This is an optimization exercise on Yosys and OpenROAD, whose aim is small area, a short achievable clock period and few clock cycles per item, not a production implementation. The RTL was checked by simulation tests, not by an equivalence proof against the original design. Power is estimated from default activity; no workload was simulated.

## lane 1
==> flow/design.v <==
module stream_record_player #(
    parameter int DATA_WIDTH = 8,
    parameter int ADDR_WIDTH = 8
) (
    input  logic                  clk,
    input  logic                  reset,
    input  logic                  record,
    input  logic                  play,
    input  logic                  loop,
    input  logic [DATA_WIDTH-1:0] in_data,
    input  logic                  in_valid,
    input  logic                  in_last,
    output logic                  in_ready,
    output logic [DATA_WIDTH-1:0] out_data,
    output logic                  out_valid,
    output logic                  out_last,
    input  logic                  out_ready,
    output logic [ADDR_WIDTH:0]   stored_len,
    output logic                  overflow,
    output logic                  busy
);
    localparam int                  DEPTH    = 1 << ADDR_WIDTH;
    localparam int                  SPB      = 3;                   
    localparam int                  SP       = 1 << SPB;            
    localparam int                  NTAP     = DEPTH / SP;
    localparam int                  TB       = ADDR_WIDTH - SPB;    
    localparam int                  TLB      = 3;                   
    localparam int                  TL       = 1 << TLB;
    localparam int                  TH       = NTAP / TL;
    localparam int                  DL       = SP;                  
    localparam int                  FD       = 10;                  
    localparam int                  FB       = 4;                   
    localparam logic [ADDR_WIDTH:0] PTR_ONE  = {{ADDR_WIDTH{1'b0}}, 1'b1};
    localparam logic [ADDR_WIDTH:0] LAST_IDX = {1'b0, {ADDR_WIDTH{1'b1}}};
    localparam logic [ADDR_WIDTH-1:0] PH_START = ADDR_WIDTH'(SP - 2);
    localparam logic [ADDR_WIDTH-1:0] WPOS0    = PH_START + ADDR_WIDTH'(2);
    logic loop_req;
    assign loop_req = loop;
    logic                   rec_cap, rec_done;
    logic                   rec_cap_n, rec_done_n;
    logic                   play_run, play_done;
    logic                   play_run_n, play_done_n;
    logic                   rec_idle, play_idle;
    logic                   ov;          
    logic [ADDR_WIDTH:0]    wr_ptr;      
    logic                   in_accept;
    logic                   out_hs;
    logic                   cap_start;
    logic                   cap_end;
    logic                   has_data;    
    assign rec_idle  = !rec_cap && !rec_done;
    assign play_idle = !play_run && !play_done;
    assign in_accept = in_valid & rec_cap;
    assign out_hs    = ov & out_ready;
    always_comb begin
        rec_cap_n  = 1'b0;
        rec_done_n = 1'b0;
        if (record) begin
            if (rec_idle) begin
                rec_cap_n = play_idle;
            end else if (rec_cap) begin
                if (in_accept && (in_last || (wr_ptr == LAST_IDX))) rec_done_n = 1'b1;
                else rec_cap_n = 1'b1;
            end else begin
                rec_done_n = 1'b1;
            end
        end
    end
    assign cap_start = !rec_cap && rec_cap_n;
    assign cap_end   = rec_cap && !rec_cap_n;
    always_comb begin
        play_run_n  = 1'b0;
        play_done_n = 1'b0;
        if (play) begin
            if (play_idle) begin
                if (!record && !rec_cap) begin
                    play_run_n  = has_data;
                    play_done_n = !has_data;
                end
            end else if (play_run) begin
                if (out_hs && out_last && !loop_req) play_done_n = 1'b1;
                else play_run_n = 1'b1;
            end else begin
                play_done_n = 1'b1;
            end
        end
    end
    always_ff @(posedge clk or posedge reset) begin
        if (reset) begin
            rec_cap    <= 1'b0;
            rec_done   <= 1'b0;
            in_ready   <= 1'b0;
            play_run   <= 1'b0;
            play_done  <= 1'b0;
            busy       <= 1'b0;
            stored_len <= '0;
            has_data   <= 1'b0;
            overflow   <= 1'b0;
        end else begin
            rec_cap   <= rec_cap_n;
            rec_done  <= rec_done_n;
            in_ready  <= rec_cap_n;
            play_run  <= play_run_n;
            play_done <= play_done_n;
            busy      <= rec_cap_n || rec_done_n || play_run_n || play_done_n;
            if (cap_start) begin
                overflow <= 1'b0;
            end
            if (cap_end) begin
                stored_len <= wr_ptr + {{ADDR_WIDTH{1'b0}}, in_accept};
                has_data   <= (wr_ptr != '0) || in_accept;
                if (in_accept && (wr_ptr == LAST_IDX) && !in_last) overflow <= 1'b1;
            end
        end
    end
    always_ff @(posedge clk) begin
        if (cap_start)      wr_ptr <= '0;
        else if (in_accept) wr_ptr <= wr_ptr + PTR_ONE;
    end
    logic                   cap_start_d;
    logic                   flush_d;
    always_ff @(posedge clk or posedge reset) begin
        if (reset) begin
            cap_start_d <= 1'b1;
            flush_d     <= 1'b1;
        end else begin
            cap_start_d <= cap_start;
            flush_d     <= cap_start || (play_run && !play);
        end
    end
    logic [ADDR_WIDTH-1:0]  phase;
    logic [ADDR_WIDTH-1:0]  phase1;
    assign phase1 = phase + 1'b1;
    always_ff @(posedge clk) begin
        phase <= cap_start ? PH_START : phase1;
    end
    logic [DATA_WIDTH-1:0]  dl_data [DL];
    logic [DL-1:0]          pend;        
    logic [DL-1:0]          pend_n;
    logic [DL-1:0]          wsel;        
    logic [DL-1:0]          wsel_n;
    logic [DATA_WIDTH-1:0]  wdata;
    logic                   wr_en;
    logic [ADDR_WIDTH:0]    wcnt;        
    logic [SPB-1:0]         wpa;
    logic [TL-1:0]          wsl;
    logic [TH-1:0]          wsh;
    logic [NTAP-1:0]        wtap;
    always_ff @(posedge clk) begin
        dl_data[0] <= in_data;
        for (int i = 1; i < DL; i++) dl_data[i] <= dl_data[i-1];
    end
    always_comb begin
        wdata = '0;
        for (int i = 0; i < DL; i++) wdata = wdata | ({DATA_WIDTH{wsel[i]}} & dl_data[i]);
    end
    assign wr_en = (|wsel) && (wpa == '0);
    always_comb begin
        pend_n[0] = in_accept;
        for (int i = 1; i < DL; i++)
            pend_n[i] = pend[i-1] && !(wr_en && wsel[i-1]) && !cap_start_d;
        for (int i = 0; i < DL; i++) begin
            wsel_n[i] = pend_n[i];
            for (int k = i + 1; k < DL; k++) wsel_n[i] = wsel_n[i] && !pend_n[k];
        end
    end
    always_ff @(posedge clk) begin
        pend <= pend_n;
        wsel <= wsel_n;
        if (cap_start_d)  wcnt <= '0;
        else if (wr_en)   wcnt <= wcnt + PTR_ONE;
        if (cap_start_d) begin
            wpa <= WPOS0[SPB-1:0];
            for (int l = 0; l < TL; l++) wsl[l] <= (WPOS0[SPB+TLB-1:SPB] == TLB'(l));
            for (int h = 0; h < TH; h++) wsh[h] <= (WPOS0[ADDR_WIDTH-1:SPB+TLB] == (TB-TLB)'(h));
        end else if (!wr_en) begin
            wpa <= wpa + 1'b1;
            if (wpa == '1) begin
                wsl <= {wsl[TL-2:0], wsl[TL-1]};
                if (wsl[TL-1]) wsh <= {wsh[TH-2:0], wsh[TH-1]};
            end
        end
    end
    always_comb begin
        for (int j = 0; j < NTAP; j++) wtap[j] = wr_en && wsh[j / TL] && wsl[j % TL];
    end
    logic [DATA_WIDTH-1:0]  ring [DEPTH];
    always_ff @(posedge clk) begin
        for (int p = 0; p < DEPTH; p++) begin
            if ((p % SP) == 0 && wtap[p / SP])
                ring[p] <= wdata;
            else
                ring[p] <= ring[(p + DEPTH - 1) % DEPTH];
        end
    end
    logic [ADDR_WIDTH:0]    nf;          
    logic [ADDR_WIDTH:0]    nfp;         
    logic [SPB-1:0]         rpa;         
    logic [TL-1:0]          rsl;         
    logic [TH-1:0]          rsh;         
    logic                   rinc;        
    logic                   restart;
    logic                   wrap_p;      
    logic                   fetch_ok;    
    logic                   fetch;
    logic                   flast;
    logic                   avail;
    logic [DATA_WIDTH-1:0]  rdata;
    logic [DATA_WIDTH-1:0]  rgrp [TH];
    always_comb begin
        for (int h = 0; h < TH; h++) begin
            rgrp[h] = '0;
            for (int l = 0; l < TL; l++)
                rgrp[h] = rgrp[h] | ({DATA_WIDTH{rsl[l]}} & ring[(h * TL + l) * SP]);
        end
        rdata = '0;
        for (int h = 0; h < TH; h++) rdata = rdata | ({DATA_WIDTH{rsh[h]}} & rgrp[h]);
    end
    logic [FD-1:0]          occ;         
    logic [FB-1:0]          fwp, frp;
    logic [DATA_WIDTH:0]    fmem [FD];
    logic                   pop;
    logic                   fready;      
    logic [DATA_WIDTH:0]    rreg;
    logic                   rinfl;
    logic [FB-1:0]          fwp_d;
    assign avail    = (nf != wcnt) && (!rec_cap || (nfp != wcnt));
    assign flast    = !rec_cap && (nfp == stored_len);
    assign fetch_ok = avail && (rpa == '0) && !restart;
    assign fetch    = fetch_ok && !occ[FD-1];
    assign restart  = flush_d || wrap_p;
    assign rinc     = (rpa == '1);
    assign fready   = occ[1] || (occ[0] && !rinfl);
    always_ff @(posedge clk) begin
        wrap_p <= fetch && flast;
        if (restart) begin
            nf  <= '0;
            nfp <= PTR_ONE;
            rpa <= phase1[SPB-1:0];
            for (int l = 0; l < TL; l++) rsl[l] <= (phase1[SPB+TLB-1:SPB] == TLB'(l));
            for (int h = 0; h < TH; h++) rsh[h] <= (phase1[ADDR_WIDTH-1:SPB+TLB] == (TB-TLB)'(h));
        end else begin
            if (fetch) begin
                nf  <= nfp;
                nfp <= nfp + PTR_ONE;
            end else begin
                rpa <= rpa + 1'b1;
            end
            if (rinc) begin
                rsl <= {rsl[TL-2:0], rsl[TL-1]};
                if (rsl[TL-1]) rsh <= {rsh[TH-2:0], rsh[TH-1]};
            end
        end
    end
    always_ff @(posedge clk) begin
        if (flush_d) begin
            occ <= '0;
            fwp <= '0;
            frp <= '0;
        end else begin
            if (fetch && !pop) occ <= {occ[FD-2:0], 1'b1};
            if (pop && !fetch) occ <= {1'b0, occ[FD-1:1]};
            if (fetch) fwp <= (fwp == FB'(FD - 1)) ? '0 : fwp + 1'b1;
            if (pop)   frp <= (frp == FB'(FD - 1)) ? '0 : frp + 1'b1;
        end
        rinfl <= fetch;
        rreg  <= {flast, rdata};
        fwp_d <= fwp;
        if (rinfl) fmem[fwp_d] <= rreg;
    end
    assign pop = play_run_n && (!ov || out_ready) && fready && !flush_d;
    always_ff @(posedge clk or posedge reset) begin
        if (reset) begin
            out_valid <= 1'b0;
            ov        <= 1'b0;
        end else begin
            if (!play_run_n || flush_d) begin
                out_valid <= 1'b0;
                ov        <= 1'b0;
            end else if (!ov || out_ready) begin
                out_valid <= fready;
                ov        <= fready;
            end
        end
    end
    always_ff @(posedge clk) begin
        if (pop) {out_last, out_data} <= fmem[frp];
    end
endmodule
Settings: LEC_CHECK=0, CAP_MARGIN=20, CORE_MARGIN=2, CORE_UTILIZATION=40, CTS_BUF_LIST=sky130_fd_sc_hd__clkbuf_16, CTS_CLUSTER_DIAMETER=80, CTS_CLUSTER_SIZE=30, SETUP_SLACK_MARGIN=2.75, SLEW_MARGIN=20; clock period 5.0 ns.
run.sh (not shown) runs the stock make flow with config.mk's settings and CLKGATE_MAP_FILE= SYNTH_SCRIPT=/design/flow/synth_recipe.tcl, a recipe that flattens the netlist after the stock synthesis.
Both conditions hold for lane 1: the flow ran to the end and the final layout passed the timing, DRC and antenna checks.
Testbench counts of lane 1, summed over its fixed seeds: cycles 56,241, items 34,689.
Inputs modified between lane 1 and lane 2:
diff --git a/flow/design.v b/flow/design.v
--- a/flow/design.v
+++ b/flow/design.v
@@ -27,9 +27,9 @@
     localparam int                  TLB      = 3;                   
     localparam int                  TL       = 1 << TLB;
     localparam int                  TH       = NTAP / TL;
     localparam int                  DL       = SP;                  
-    localparam int                  FD       = 10;                  
+    localparam int                  FD       = 9;                   
     localparam int                  FB       = 4;                   
     localparam logic [ADDR_WIDTH:0] PTR_ONE  = {{ADDR_WIDTH{1'b0}}, 1'b1};
     localparam logic [ADDR_WIDTH:0] LAST_IDX = {1'b0, {ADDR_WIDTH{1'b1}}};
     localparam logic [ADDR_WIDTH-1:0] PH_START = ADDR_WIDTH'(SP - 2);
@@ -153,9 +153,10 @@
     always_comb begin
         wdata = '0;
         for (int i = 0; i < DL; i++) wdata = wdata | ({DATA_WIDTH{wsel[i]}} & dl_data[i]);
     end
-    assign wr_en = (|wsel) && (wpa == '0);
+    logic                   wr_en_n;
+    assign wr_en_n = (|wsel_n) && (cap_start_d || wr_en || (wpa == '1));
     always_comb begin
         pend_n[0] = in_accept;
         for (int i = 1; i < DL; i++)
             pend_n[i] = pend[i-1] && !(wr_en && wsel[i-1]) && !cap_start_d;
@@ -164,10 +165,11 @@
             for (int k = i + 1; k < DL; k++) wsel_n[i] = wsel_n[i] && !pend_n[k];
         end
     end
     always_ff @(posedge clk) begin
-        pend <= pend_n;
-        wsel <= wsel_n;
+        pend  <= pend_n;
+        wsel  <= wsel_n;
+        wr_en <= wr_en_n;
         if (cap_start_d)  wcnt <= '0;
         else if (wr_en)   wcnt <= wcnt + PTR_ONE;
         if (cap_start_d) begin
             wpa <= WPOS0[SPB-1:0];
@@ -220,18 +222,15 @@
     logic [FB-1:0]          fwp, frp;
     logic [DATA_WIDTH:0]    fmem [FD];
     logic                   pop;
     logic                   fready;      
-    logic [DATA_WIDTH:0]    rreg;
-    logic                   rinfl;
-    logic [FB-1:0]          fwp_d;
     assign avail    = (nf != wcnt) && (!rec_cap || (nfp != wcnt));
     assign flast    = !rec_cap && (nfp == stored_len);
     assign fetch_ok = avail && (rpa == '0) && !restart;
     assign fetch    = fetch_ok && !occ[FD-1];
     assign restart  = flush_d || wrap_p;
     assign rinc     = (rpa == '1);
-    assign fready   = occ[1] || (occ[0] && !rinfl);
+    assign fready   = occ[0];
     always_ff @(posedge clk) begin
         wrap_p <= fetch && flast;
         if (restart) begin
             nf  <= '0;
@@ -262,12 +261,9 @@
             if (pop && !fetch) occ <= {1'b0, occ[FD-1:1]};
             if (fetch) fwp <= (fwp == FB'(FD - 1)) ? '0 : fwp + 1'b1;
             if (pop)   frp <= (frp == FB'(FD - 1)) ? '0 : frp + 1'b1;
         end
-        rinfl <= fetch;
-        rreg  <= {flast, rdata};
-        fwp_d <= fwp;
-        if (rinfl) fmem[fwp_d] <= rreg;
+        if (fetch) fmem[fwp] <= {flast, rdata};
     end
     assign pop = play_run_n && (!ov || out_ready) && fready && !flush_d;
     always_ff @(posedge clk or posedge reset) begin
         if (reset) begin
--- outcome ---
Lane 2 ran to completion and came out clean on the timing, DRC and antenna checks. Per the comparison of lane 2 with lane 1, number of placed instances, taps included moved down; fmax went down about 1.2%; area fraction in compound gates after synthesis has remained practically unchanged; antenna cell count has increased; via total after detailed routing went down by 2.6%. Any difference in portion of total power attributed to the clock network between lane 1 and lane 2 is small enough to ignore. Re sum of routed wire segments on met1: lane 1 was higher than lane 2. The more densely filled core belongs to lane 1, not lane 2. Lane 2 vs lane 1: combinational share of power down in lane 2. Lane 1 → lane 2: post-CTS setup-driven buffer insertion count shows a reduction of 45%, internal power component shows a reduction of 0.35 mW, number of synthesized flops with an enable pin shows a reduction of 9. Lane 2 against lane 1; final standard cell area without fillers is down by a few percent.
Testbench counts of lane 2, summed over its fixed seeds: cycles 56,233, items 34,689.

## port drivers added, routing unchanged
Ports are ideal in the flow. The routed layouts listed here were re-timed in OpenROAD. Step 1 sets driving cells, clkbuf_16 on the clock port and buf_2 on the other inputs (assumed; they add their load-dependent delay and slew). Step 2 adds t to the input delays and takes it off the output delays; t is the mean of the earliest and latest rising clock arrival at the registers after step 1. Input paths then give back, and output paths get back, about the clock's delay inside the block. a / b / c = ideal / step 1 / step 2; a / b = the first two.
run | shift t [ns] | setup WS [ns] | worst setup path after step 2 | cell pins on the clock port's net
lane 1 | 0.764 | 2.722 / 2.643 / 2.088 | input to register | 1
lane 2 | 0.750 | 2.696 / 2.627 / 2.172 | input to register | 1
After both steps every run listed still meets setup and hold. The setup slack of lane 1, which loses most, moves by -0.079 ns with the drivers and by -0.634 ns with both steps.
